Context: an optimization exercise on an open-source flow, tuned for small area. The choices shown serve that exercise and are no tape-out recipe. The RTL was checked by simulation tests, not by an equivalence proof against the original design. Power is estimated from default activity; no workload was simulated.

// dualPortMem
module dualPortMem (
  input  logic                          WEb,
  input  logic                          rstN,
  input  logic                          pselA,
  input  logic                          penableA,
  input  logic                          pwriteA,
  input  logic [dpMemPkg::addrBits-1:0] paddrA,
  input  logic [dpMemPkg::dataBits-1:0] pwdataA,
  output logic [dpMemPkg::dataBits-1:0] prdataA,
  output logic                          preadyA,
  output logic                          pslverrA,
  input  logic                          pselB,
  input  logic                          penableB,
  input  logic                          pwriteB,
  input  logic [dpMemPkg::addrBits-1:0] paddrB,
  input  logic [dpMemPkg::dataBits-1:0] pwdataB,
  output logic [dpMemPkg::dataBits-1:0] prdataB,
  output logic                          preadyB,
  output logic                          pslverrB,
  output logic [dpMemPkg::cntBits-1:0]  collisionCount
);
Size: about 780 cells after synthesis, roughly 92 I/O pins, roughly 12,000 µm² of cells after synthesis.
Settings: LEC_CHECK=0, CAP_MARGIN=20, CORE_MARGIN=2, CORE_UTILIZATION=40, GPL_TIMING_DRIVEN=0, SETUP_SLACK_MARGIN=0.2, SLEW_MARGIN=20; clock period 5.0 ns.
standard.sh (not shown) runs the stock make flow with config.mk's settings and CLKGATE_MAP_FILE= SYNTH_SCRIPT=/design/flow/synth_recipe.tcl, a recipe that flattens the netlist after the stock synthesis.
==> flow/flow/run.sh <==
#!/bin/bash
# Own layout flow: the standard ORFS flow (standard.sh) with
#  - synthesis: the standard flow's synthesis script, with abc's combinational mapping script set to an
#    area-oriented one (flow/area.abc); flip-flops are mapped by dfflibmap before abc, unchanged
#  - port buffers: every input and output still gets a buffer, of the smallest size
#  - clock tree: larger sink clusters and no dummy loads
# The make output goes to flow_make.log here; each ORFS step keeps its own log in orfs/logs/.
set -euo pipefail
cd "$(dirname "$0")/.."
FLOWDIR=$PWD/flow
export OWN_ABC=$FLOWDIR/area.abc
bash standard.sh \
  "SYNTH_SCRIPT=$FLOWDIR/synth.tcl" \
  "BUFFER_PORTS_ARGS=-buffer_cell sky130_fd_sc_hd__buf_1" \
  "CTS_ARGS=-sink_clustering_enable -repair_clock_nets -dont_use_dummy_load -sink_clustering_size 24 -sink_clustering_max_diameter 100" \
  finish > flow_make.log 2>&1
==> flow/flow/area.abc <==
strash
dc2
dch -f
amap
topo
==> flow/flow/synth.tcl <==
# The standard synthesis script, with only the combinational mapping script of abc swapped
# for an area-oriented one; the flip-flops are mapped before abc runs and are left as they are
set ::own_abc_script $::env(OWN_ABC)
proc abc {args} {
  set i [lsearch -exact $args -script]
  if { $i >= 0 } {
    lset args [expr { $i + 1 }] $::own_abc_script
  }
  yosys abc {*}$args
}
proc synth {args} { yosys synth -nofsm -noshare {*}$args }
source $::env(SCRIPTS_DIR)/synth.tcl
# left out here: clear keep_hierarchy, flatten, clean up, hide names made inside functions, write 1_2_yosys.v
The first run ran to the end with no violations.
==> next run, changes <==
==> flow/flow/area.abc (replaced) <==
strash
dc2
dch -f
amap
topo
stime -c
buffer -c
upsize -c
dnsize -c
Routed wire length goes down by 4.4%.
Design area stays flat.
Total power barely changes.
Register-to-register slack is better by 0.83 ns.
==> next run, changes <==
==> flow/flow/area.abc (replaced) <==
strash
dc2
dch -f
amap
topo
--- a/flow/config.mk
+++ b/flow/config.mk
@@ -9,4 +9,5 @@
 export CORE_MARGIN = 2
-export CORE_UTILIZATION = 40
+export CORE_UTILIZATION = 60
 export GPL_TIMING_DRIVEN = 0
+export PLACE_DENSITY = 0.7
 export SETUP_SLACK_MARGIN = 0.2
Outcome:
- worst hold slack improved by 0.012 ns
- wire length grows by 5.2%
- setup slack loses 0.090 ns
- final cell count came out lower by 9.9%
- non-clock buffer count shrinks by 3
- design area came out lower by 0.30%
- sequential power stays flat
- count of clock-buffer cells in the layout does not change
- critical path depth went down by 1
==> next run, changes <==
--- a/flow/flow/run.sh
+++ b/flow/flow/run.sh
@@ -14,3 +14,3 @@
   "BUFFER_PORTS_ARGS=-buffer_cell sky130_fd_sc_hd__buf_1" \
-  "CTS_ARGS=-sink_clustering_enable -repair_clock_nets -dont_use_dummy_load -sink_clustering_size 24 -sink_clustering_max_diameter 100" \
+  "CTS_ARGS=-sink_clustering_enable -repair_clock_nets -dont_use_dummy_load -sink_clustering_size 30 -sink_clustering_max_diameter 100" \
   finish > flow_make.log 2>&1
==> flow/flow/area.abc (replaced) <==
strash
dc2
dch -f
amap
topo
stime -c
buffer -c
upsize -c
dnsize -c
--- a/flow/config.mk
+++ b/flow/config.mk
@@ -9,5 +9,5 @@
 export CORE_MARGIN = 2
-export CORE_UTILIZATION = 60
+export CORE_UTILIZATION = 40
 export GPL_TIMING_DRIVEN = 0
-export PLACE_DENSITY = 0.7
+export PLACE_DENSITY = 0.65
 export SETUP_SLACK_MARGIN = 0.2
Cell area came out lower slightly.
Routed wire length went down by a few percent.
Total power fell by a few percent.
Global-route usage went down by 14 points.
Area after synthesis goes up by a few percent.
==> next run, changes <==
--- a/flow/config.mk
+++ b/flow/config.mk
@@ -8,6 +8,8 @@
 export CAP_MARGIN = 20
+export CELL_PAD_IN_SITES_DETAIL_PLACEMENT = 0
+export CELL_PAD_IN_SITES_GLOBAL_PLACEMENT = 0
 export CORE_MARGIN = 2
 export CORE_UTILIZATION = 40
+export GPL_ROUTABILITY_DRIVEN = 0
 export GPL_TIMING_DRIVEN = 0
-export PLACE_DENSITY = 0.65
 export SETUP_SLACK_MARGIN = 0.2
=>
- The new run completed without violations
- core utilization is higher by 0.14 points
- area after synthesis stays the same
- non-clock buffer count went up by 4
- fmax goes up by 1.2%
- synthesized cell count does not change
- wire length went up by 1.3%
==> next run, changes <==
--- a/flow/config.mk
+++ b/flow/config.mk
@@ -8,8 +8,6 @@
 export CAP_MARGIN = 20
-export CELL_PAD_IN_SITES_DETAIL_PLACEMENT = 0
-export CELL_PAD_IN_SITES_GLOBAL_PLACEMENT = 0
 export CORE_MARGIN = 2
 export CORE_UTILIZATION = 40
-export GPL_ROUTABILITY_DRIVEN = 0
 export GPL_TIMING_DRIVEN = 0
+export PLACE_DENSITY = 0.9
 export SETUP_SLACK_MARGIN = 0.2
=> Count of clock-buffer cells in the layout stays the same. First-iteration DRC count came out higher by about 28%. Utilization goes down by 0.67 points. Synthesized cell count stays the same. Total power goes down by 0.32%.

## static timing again, ports no longer ideal
No port has a modelled driver above. Below, the same layouts with a new extraction and two added sets of constraints.
Step 1 (the two cells are an assumption about what drives the block):
set clk [get_ports {WEb}]
set_driving_cell -lib_cell sky130_fd_sc_hd__clkbuf_16 $clk
set_driving_cell -lib_cell sky130_fd_sc_hd__buf_2 [delete_from_list [all_inputs] $clk]
Step 2 adds t to the input delays and takes it off the output delays; t is the mean of the earliest and latest rising clock arrival at the registers after step 1. Input paths then give back, and output paths get back, about the clock's delay inside the block.
Slacks: ideal / step 1 / step 2; pairs: ideal / step 1.
run | t (ns) | slack for setup (ns) | slew at the worst register clock pin (ns) | worst data-port slew with drivers (ns)
the first run | 0.547 | 0.224 / 0.170 / -0.096 | 0.11 / 0.11 | 0.07
the second run | 0.522 | 0.390 / 0.340 / 0.601 | 0.10 / 0.10 | 0.04
the third run | 0.538 | 0.300 / 0.250 / -0.119 | 0.10 / 0.10 | 0.04
the fourth run | 0.536 | 0.346 / 0.299 / 0.525 | 0.11 / 0.11 | 0.04
the fifth run | 0.536 | 0.400 / 0.351 / 0.525 | 0.12 / 0.12 | 0.04
the sixth run | 0.538 | 0.273 / 0.233 / 0.222 | 0.12 / 0.12 | 0.05
With both steps, setup timing fails in the first run and the third run, where it was met with ideal ports. For the third run, which loses most, drivers alone change the setup slack by -0.050 ns; drivers and shift together by -0.419 ns.
